This is an optimization exercise on Yosys and OpenROAD, whose aim is small area, a short achievable clock period and few clock cycles per item, not a production implementation. RTL that was checked went through simulation tests only; none was proved equivalent to the original.

## fjord
## ex_stage
module ex_stage (
    input  logic        clk_i,
    input  logic        rst_ni,
    input  logic        issue_req_i,
    input  logic [70:0] issue_data_i,
    output logic        issue_ack_o,
    output logic        wb_req_o,
    output logic [34:0] wb_data_o,
    input  logic        wb_ack_i
);
export LEC_CHECK = 0
export ABC_AREA = 1
export CAP_MARGIN = 20
export CORE_MARGIN = 2
export CORE_UTILIZATION = 40
export SETUP_SLACK_MARGIN = 3.0
export SLEW_MARGIN = 20
create_clock -name core_clock -period 5.5 [get_ports {clk_i}]
standard.sh (not shown) runs the stock make flow with config.mk's settings and CLKGATE_MAP_FILE= SYNTH_SCRIPT=/design/flow/synth_recipe.tcl, a recipe that flattens the netlist after the stock synthesis.
==> flow/flow/run.sh <==
#!/bin/bash
# Standard layout, with the port buffers made from the smallest plain buffer
# (the resizer still upsizes any that need it).
set -euo pipefail
export BUFFER_PORTS_ARGS="-buffer_cell sky130_fd_sc_hd__buf_1"
bash standard.sh > standard.log 2>&1
Having completed the whole flow, fjord delivered a layout that passed the timing, design-rule and antenna checks.
Testbench counts of fjord, summed over its fixed seeds: cycles 6,948, ops 2,400.
The inputs of pepper differ from those of fjord as listed below.
Settings: SETUP_SLACK_MARGIN changed from 3.0 to 3.3.
[summary]
Against fjord as the reference, pepper delivers a higher total number of cells along the worst setup path. pepper against fjord: worst clock skew has decreased, area occupied by multi-input gates climbed 13%. pepper vs fjord: total met3 wirelength after detailed routing up by more than 10%. End of the critical path = q_a[28]: pepper; end of the critical path = s_data[24]: fjord. pepper vs fjord — average wire per cell in the routed design rose 2.4%. Compared with fjord, in pepper via count has increased, final critical-path share of the clock period has decreased.

== pine ==
ex_stage, a different RTL version from the one above (not shown whole).
Size in the first run: ~250 flip-flops, roughly 110 I/O pins, roughly 0.017 mm^2 of cells after synthesis.
==> flow/config.mk <==
export PLATFORM = sky130hd
export DESIGN_NAME = ex_stage
export DESIGN_NICKNAME = ex_stage
export VERILOG_FILES = /design/flow/design.v
export SDC_FILE = /design/flow/constraint.sdc
export NUM_CORES = 4
export LEC_CHECK = 0
export ABC_AREA = 1
export CAP_MARGIN = 20
export CORE_MARGIN = 2
export CORE_UTILIZATION = 40
export SETUP_SLACK_MARGIN = 3.3
export SLEW_MARGIN = 20
==> flow/constraint.sdc <==
create_clock -name core_clock -period 5.5 [get_ports {clk_i}]
set_input_delay 1.1000 -clock core_clock [delete_from_list [all_inputs] [get_ports {clk_i}]]
set_output_delay 1.1000 -clock core_clock [all_outputs]
set_load 0.01 [all_outputs]
run.sh (not shown) runs the stock make flow with config.mk's settings and CLKGATE_MAP_FILE= SYNTH_SCRIPT=/design/flow/synth_recipe.tcl, a recipe that flattens the netlist after the stock synthesis.
Stock flow here: none of the scripts above is used.
> inputs changed (pine -> birch)
- SETUP_SLACK_MARGIN changed from 3.3 to 3.0
Notes after the runs:
Between birch and pine, it is birch whose antenna diode count is lower, by 1. Final-stage net count shrinks by a few percent when moving from pine to birch. Critical path depth, pine and birch: higher on pine. Routed wire length (birch vs. pine) decreases by a little under 10%.
Function was not checked in any run of this note: the RTL went through the layout flow alone.

Another version of the RTL of ex_stage (not shown whole).
Size in the first run: roughly 2200 cells after synthesis, ~260 flip-flops, ~110 I/O pins, roughly 17000 um2 of cells after synthesis.
Settings: LEC_CHECK=0, ABC_AREA=1, CAP_MARGIN=20, CORE_MARGIN=2, CORE_UTILIZATION=40, SETUP_SLACK_MARGIN=3.1, SLEW_MARGIN=20; clock period 5.5 ns.
standard.sh (not shown) runs the stock make flow with config.mk's settings and CLKGATE_MAP_FILE= SYNTH_SCRIPT=/design/flow/synth_recipe.tcl, a recipe that flattens the netlist after the stock synthesis.
Scripts as last shown in full above: flow/flow/run.sh
Change:
SETUP_SLACK_MARGIN = 3.05   (was 3.1)
What happened: Setup slack improved by 16 ps; fmax climbs slightly; global-route usage climbs by 0.65 points; cell count hardly moves; via count climbs slightly; non-clock buffer count climbs by 5; area after synthesis is unchanged.
Function was not checked in any run of this note: the RTL went through the layout flow alone.

The RTL this note starts from:
==> flow/design.v <==
package ex_pkg;
    localparam int unsigned XLEN          = 32;
    localparam int unsigned TRANS_ID_BITS = 3;
    typedef enum logic [3:0] {
        ADD = 4'd0,
        SUB = 4'd1,
        AND = 4'd2,
        OR  = 4'd3,
        XOR = 4'd4,
        SLL = 4'd5,
        SRL = 4'd6,
        SLT = 4'd7,
        MUL = 4'd8
    } fu_op_e;
    typedef struct packed {
        fu_op_e                   operator;
        logic [TRANS_ID_BITS-1:0] trans_id;
        logic [XLEN-1:0]          operand_a;
        logic [XLEN-1:0]          operand_b;
    } fu_data_t;
    typedef struct packed {
        logic [TRANS_ID_BITS-1:0] trans_id;
        logic [XLEN-1:0]          result;
    } wb_data_t;
endpackage
`timescale 1ns/1ps
module mul_step (
    input  logic [31:0] a_i,
    input  logic [2:0]  d0_i,
    input  logic [2:0]  d1_i,
    input  logic [31:0] s_i,
    input  logic [31:0] c_i,
    output logic [31:0] s_o,
    output logic [31:0] c_o
);
    logic [31:0] pp0, pp1, s1, c1;
    assign pp0 = (({32{d0_i[0]}} & a_i) | ({32{d0_i[1]}} & (a_i << 1))) ^ {32{d0_i[2]}};
    assign pp1 = (({32{d1_i[0]}} & (a_i << 2)) | ({32{d1_i[1]}} & (a_i << 3))) ^ {32{d1_i[2]}};
    csa32 csa_a (.x_i(s_i), .y_i({c_i[31:1], d0_i[2]}), .z_i(pp0), .s_o(s1), .c_o(c1));
    csa32 csa_b (.x_i(s1),  .y_i({c1[31:1], d1_i[2]}),  .z_i(pp1), .s_o(s_o), .c_o(c_o));
endmodule
module csa32 (
    input  logic [31:0] x_i,
    input  logic [31:0] y_i,
    input  logic [31:0] z_i,
    output logic [31:0] s_o,
    output logic [31:0] c_o
);
    logic [31:0] maj;
    assign s_o = x_i ^ y_i ^ z_i;
    assign maj = (x_i & y_i) | (x_i & z_i) | (y_i & z_i);
    assign c_o = {maj[30:0], 1'b0};
endmodule
module cond_add8 (
    input  logic [7:0] p_i,
    input  logic [7:0] g_i,
    output logic [7:0] s0_o,
    output logic [7:0] s1_o,
    output logic       g_o,
    output logic       p_o
);
    logic [7:0] g [4];
    logic [7:0] p [4];
    always_comb begin
        g[0] = g_i;
        p[0] = p_i;
        for (int l = 0; l < 3; l++) begin
            for (int i = 0; i < 8; i++) begin
                if ((i >> l) & 1) begin
                    g[l+1][i] = g[l][i] | (p[l][i] & g[l][((i >> l) << l) - 1]);
                    p[l+1][i] = p[l][i] & p[l][((i >> l) << l) - 1];
                end else begin
                    g[l+1][i] = g[l][i];
                    p[l+1][i] = p[l][i];
                end
            end
        end
        s0_o[0] = p_i[0];
        s1_o[0] = ~p_i[0];
        for (int i = 1; i < 8; i++) begin
            s0_o[i] = p_i[i] ^ g[3][i-1];
            s1_o[i] = p_i[i] ^ (g[3][i-1] | p[3][i-1]);
        end
        g_o = g[3][7];
        p_o = p[3][7];
    end
endmodule
`timescale 1ns/1ps
module ex_stage (
    input  logic        clk_i,
    input  logic        rst_ni,
    input  logic        issue_req_i,
    input  logic [70:0] issue_data_i,
    output logic        issue_ack_o,
    output logic        wb_req_o,
    output logic [34:0] wb_data_o,
    input  logic        wb_ack_i
);
    logic [3:0]  in_op;
    logic [2:0]  in_id;
    logic [31:0] in_a, in_b;
    assign {in_op, in_id, in_a, in_b} = issue_data_i;
    logic        q_v, q_ph, q_cy;
    logic [2:0]  q_id;
    logic [31:0] q_a, q_b;
    logic        q_add, q_sub, q_slt, q_and, q_or, q_xor, q_sll, q_srl, q_mul;
    logic        q_mv, q_ar;
    logic        s_v;
    logic [34:0] s_data;
    logic        m_busy, m_done, m_av, m_rdy, m_p, m_cz;
    logic [2:0]  m_id;
    logic [31:0] m_a, m_b, m_s, m_c;
    logic [31:0] m_s_nxt, m_c_nxt;
    logic [2:0]  m_d0, m_d1;
    logic q_free, capture, load_slot, mul_start, mul_reload, step1;
    assign mul_start  = q_mv && m_av;
    assign mul_reload = m_rdy && (!q_v || q_mv);
    assign load_slot  = (!s_v || (wb_req_o && wb_ack_i)) && q_ar;
    assign step1      = q_v && !q_ph;
    assign q_free     = !q_v || load_slot || mul_start;
    assign capture    = issue_req_i && !issue_ack_o && q_free && !mul_reload;
    logic [7:0]  s_blk0;
    logic        c_blk0;
    logic [31:0] s0_all, s1_all;
    logic [3:0]  g_all, p_all;
    logic [31:0] sh1;
    for (genvar k = 0; k < 4; k++) begin : g_blk
        cond_add8 blk (.p_i(q_a[8*k +: 8]), .g_i(q_b[8*k +: 8]),
                       .s0_o(s0_all[8*k +: 8]), .s1_o(s1_all[8*k +: 8]),
                       .g_o(g_all[k]), .p_o(p_all[k]));
    end
    assign s_blk0 = q_sub ? s1_all[7:0] : s0_all[7:0];
    assign c_blk0 = g_all[0] | (p_all[0] & q_sub);
    assign sh1    = q_a >> {q_b[4:2], 2'b00};
    logic        c1, c2, c3, lt;
    logic [31:0] sum, sh2, sh2_rev, res;
    assign c1  = q_cy;
    assign c2  = q_b[1] | (q_b[0] & q_cy);
    assign c3  = q_b[3] | (q_b[2] & q_b[1]) | (q_b[2] & q_b[0] & q_cy);
    assign sum = {c3 ? q_b[31:24] : q_a[31:24],
                  c2 ? q_b[23:16] : q_a[23:16],
                  c1 ? q_b[15:8]  : q_a[15:8],
                  q_a[7:0]};
    assign lt  = q_b[6] ? q_b[7] : sum[31];
    always_comb begin
        sh2 = q_a >> q_b[1:0];
        for (int i = 0; i < 32; i++) sh2_rev[i] = sh2[31 - i];
        res = ({32{q_add}} & sum)
            | ({32{q_and}} & q_b)
            | ({32{q_or}}  & (q_a | q_b))
            | ({32{q_xor}} & q_a)
            | ({32{q_srl}} & sh2)
            | ({32{q_sll}} & sh2_rev)
            | {31'd0, q_slt & lt};
    end
    logic        in_sub, in_sll, in_mul, in_one;
    logic [31:0] in_a_rev, in_bx;
    logic        in_pg;
    assign in_sub = (in_op == 4'd1) || (in_op == 4'd7);
    assign in_sll = (in_op == 4'd5);
    assign in_mul = (in_op == 4'd8);
    assign in_one = (in_op == 4'd2) || (in_op == 4'd3) || (in_op == 4'd4) || (in_op > 4'd8);
    assign in_pg  = (in_op <= 4'd4) || (in_op == 4'd7);
    assign in_bx  = in_sub ? ~in_b : in_b;
    always_comb for (int i = 0; i < 32; i++) in_a_rev[i] = in_a[31 - i];
    logic m_busy_n, m_done_n;
    assign m_busy_n = mul_start || (m_busy && !mul_reload);
    assign m_done_n = !mul_start && ((m_b[31:4] == '0 && !m_b[3]) || m_a[27:0] == '0);
    always_ff @(posedge clk_i or negedge rst_ni) begin
        if (!rst_ni) begin
            issue_ack_o <= 1'b0;
            q_v         <= 1'b0;
            q_ph        <= 1'b0;
            q_mv        <= 1'b0;
            q_ar        <= 1'b0;
            s_v         <= 1'b0;
            wb_req_o    <= 1'b0;
            m_busy      <= 1'b0;
            m_av        <= 1'b1;
            m_rdy       <= 1'b0;
        end else begin
            issue_ack_o <= issue_ack_o ? issue_req_i : capture;
            q_v         <= capture || mul_reload || (q_v && !q_free);
            q_ph        <= q_v && !q_free && !mul_reload;
            q_mv        <= mul_reload ? 1'b0 : (q_free ? (capture && in_mul) : q_mv);
            q_ar        <= mul_reload ? m_cz : (q_free ? (capture && in_one) : (q_v && !q_mul));
            s_v         <= load_slot || (s_v && !(wb_req_o && wb_ack_i));
            wb_req_o    <= wb_req_o ? !wb_ack_i : (!wb_ack_i && (s_v || load_slot));
            m_busy      <= m_busy_n;
            m_av        <= !m_busy_n || m_done_n;
            m_rdy       <= m_busy_n && m_done_n;
        end
    end
    always_ff @(posedge clk_i) begin
        if (mul_reload) begin
            q_id  <= m_id;
            q_a   <= m_s ^ m_c;
            q_b   <= m_s & m_c;
            {q_add, q_sub, q_slt, q_and, q_or, q_xor, q_sll, q_srl, q_mul} <=
                m_cz ? 9'b000010000 : 9'b100000000;
        end else if (q_free) begin
            q_id  <= in_id;
            q_a   <= in_pg ? (in_a ^ in_bx) : in_sll ? in_a_rev : in_a;
            q_b   <= in_pg ? (in_a & in_bx) : in_b;
            q_add <= (in_op == 4'd0) || (in_op == 4'd1);
            q_sub <= in_sub;
            q_slt <= (in_op == 4'd7);
            q_and <= (in_op == 4'd2);
            q_or  <= (in_op == 4'd3);
            q_xor <= (in_op == 4'd4);
            q_sll <= in_sll;
            q_srl <= (in_op == 4'd6);
            q_mul <= in_mul;
        end else if (step1) begin
            if (q_add || q_slt) begin
                q_a  <= {s0_all[31:8], s_blk0};
                q_b  <= {s1_all[31:8], q_b[31], !q_a[31], 2'b00,
                         g_all[2], p_all[2], g_all[1], p_all[1]};
                q_cy <= c_blk0;
            end
            if (q_sll || q_srl) q_a <= sh1;
        end
    end
    always_ff @(posedge clk_i) begin
        if (load_slot) s_data <= {q_id, res};
    end
    assign wb_data_o = s_data;
    mul_step step_i (
        .a_i  ( m_a      ),
        .d0_i ( m_d0     ),
        .d1_i ( m_d1     ),
        .s_i  ( m_s      ),
        .c_i  ( m_c      ),
        .s_o  ( m_s_nxt  ),
        .c_o  ( m_c_nxt  )
    );
    function automatic logic [2:0] booth_ctl(input logic [2:0] d);
        booth_ctl = {d[2],
                     (d[2] & ~d[1] & ~d[0]) | (~d[2] & d[1] & d[0]),
                     d[1] ^ d[0]};
    endfunction
    always_ff @(posedge clk_i) begin
        if (mul_start) m_id <= q_id;
        m_a    <= mul_start ? q_a : (m_a << 4);
        m_b    <= mul_start ? q_b : (m_b >> 4);
        m_p    <= mul_start ? 1'b0 : m_b[3];
        m_d0   <= m_done_n ? 3'b000 : mul_start ? booth_ctl({q_b[1:0], 1'b0}) : booth_ctl(m_b[5:3]);
        m_d1   <= m_done_n ? 3'b000 : mul_start ? booth_ctl(q_b[3:1])         : booth_ctl(m_b[7:5]);
        m_s    <= mul_start ? '0 : m_s_nxt;
        m_c    <= mul_start ? '0 : m_c_nxt;
        m_done <= m_done_n;
        m_cz   <= !mul_start && m_done && (m_c == '0);
    end
endmodule
export LEC_CHECK = 0
export CAP_MARGIN = 20
export CORE_MARGIN = 2
export CORE_UTILIZATION = 40
export SETUP_SLACK_MARGIN = 3.0
export SLEW_MARGIN = 20
create_clock -name core_clock -period 5.5 [get_ports {clk_i}]
Scripts as last shown in full above: flow/flow/run.sh
Testbench counts at the start, summed over its fixed seeds: cycles 6,879, ops 2,400.
Rerun with:
Settings changed: ABC_AREA set to 1, CORE_UTILIZATION 40 to 55, PLACE_DENSITY set to 0.7.
What happened: Via count came out higher by 14%. Core utilization goes up by 16 points. Sequential share of layout area goes up by 0.30 points. Cell area goes down by 0.84%. Non-clock buffer count is lower by 18.
Rerun with:
Settings changed: CORE_UTILIZATION 55 to 40, PLACE_DENSITY 0.7 to not set.
=> Area after synthesis is unchanged. Cell area is higher slightly. Setup slack is better by 62 ps. Flip-flop and latch count is unchanged. Wire length came out higher by a few percent. Count of clock-buffer cells in the layout decreases by 1. Worst hold slack hardly moves. Via count decreases slightly. Utilization fell by 16 points.
Rerun with:
Settings changed: SETUP_SLACK_MARGIN 3.0 to 3.4.
The changed run went through all stages and came out clean.
Synthesized area does not change.
Global-route usage went up by 1.3 points.
Non-clock buffer count grows by 100.
Design area is higher by about a fifth.
Setup slack gets better by 93 ps.
Wire length came out higher by a little under a tenth.
Final cell count rises by a few percent.

run 1:
// ex_stage: RTL as listed in full above, without the edits since
export LEC_CHECK = 0
export ABC_AREA = 1
export CAP_MARGIN = 20
export CORE_MARGIN = 2
export CORE_UTILIZATION = 40
export CTS_BUF_LIST = sky130_fd_sc_hd__clkbuf_2 sky130_fd_sc_hd__clkbuf_4
export SETUP_SLACK_MARGIN = 3.0
export SLEW_MARGIN = 20
create_clock -name core_clock -period 5.5 [get_ports {clk_i}]
Scripts as last shown in full above: flow/flow/run.sh
Run 1 reached the end of the flow, and the finished layout is clean on the timing, design-rule and antenna checks.
Testbench counts of run 1, summed over its fixed seeds: cycles 6,879, ops 2,400.
Input-level comparison between run 2 and run 1:
- CTS_BUF_LIST: sky130_fd_sc_hd__clkbuf_2 sky130_fd_sc_hd__clkbuf_4 -> unset
- SETUP_SLACK_MARGIN: 3.0 -> 2.8
==> comparison <==
- Cmp run 2 and run 1 / global-route wire length before repair / lower: run 2
- Delta (run 2 minus run 1): setup slack shows a reduction of 140 ps; buffers plus inverters on the worst setup path picked up an extra 3; relative area change from synthesis to final layout has increased.
- Going from run 1 to run 2, the pre-CTS worst setup slack was found to have gone down by 450 ps.
- Run 1 reports its highest-delay cell along the critical path as sky130_fd_sc_hd__edfxtp_1 while run 2 reports sky130_fd_sc_hd__o211ai_1.
- Final area on run 2 is up relative to run 1.
- Count of placed standard cells in the final layout, fillers left out went down by a few percent going from run 1 to run 2.
- Run 2 has period utilization above what run 1 had.
Relative to run 2, the following input files were edited for run 3:
- SETUP_SLACK_MARGIN changed from 2.8 to 3.2
--- outcome ---
Source-to-sink clock delay at the later pin of the worst-skew pair is lower on run 2
Diff run 3 and run 2: post-layout utilization of the core lower in run 2
Via count ends up lower on run 2.
Input-level comparison between run 4 and run 3:
- swapping 3.2 for 2.9 in SETUP_SLACK_MARGIN
==> results.txt <==
No run among run 4 and run 3 stopped early or left any final violation; all are clean. Comparing run 3 against run 4, there is no change at all in critical path depth. Of run 4 and run 3, run 4 shows the higher clock tree buffer count of the final layout, with run 3 below it. Lower arrival time at the worst endpoint among run 4 and run 3: run 3. The required time of the worst setup path of run 4 exceeds that of run 3 by 20 ps. Looking at layer with the highest usage after global routing, the met1 result is from run 3; the met2 one comes from run 4.

-- re-timing with driven ports --
In the flow no input, the clock included, has a driving cell. The finished layouts below were timed again as built, in two steps. Step 1 assumes that a clkbuf_16 drives the clock port and a buf_2 every other input. Step 2 also shifts input and output timing later by t, the mid clock arrival at the registers, as if the neighbouring blocks saw the same clock. Slacks: ideal / step 1 / step 2; pairs: ideal / step 1.
run	t (ns)	setup WS [ns]	worst setup path after step 2
fjord	0.661	2.953 / 2.953 / 2.446	input to register
pepper	0.665	3.022 / 3.022 / 2.593	input to register
pine	0.631	2.989 / 2.989 / 2.660	input to register
birch	0.637	2.986 / 2.986 / 2.412	input to register
the first run of note 3	0.640	3.053 / 3.053 / 2.463	input to register
the second run of note 3	0.653	3.069 / 3.069 / 2.461	input to register
the first run of note 4	0.637	2.956 / 2.956 / 2.366	input to register
the second run of note 4	0.633	2.991 / 3.021 / 2.387	input to register
the third run of note 4	0.649	3.052 / 3.052 / 2.449	input to register
the fourth run of note 4	0.605	3.145 / 3.147 / 2.543	input to register
run 1	0.852	2.970 / 2.970 / 2.246	input to register
run 2	0.597	2.833 / 2.862 / 2.265	input to register
run 3	0.645	3.072 / 3.091 / 2.445	input to register
run 4	0.643	2.887 / 2.887 / 2.366	input to register
After both steps every run listed still meets setup and hold. The setup slack of run 1, which loses most, moves by 0.000 ns with the drivers and by -0.724 ns with both steps.
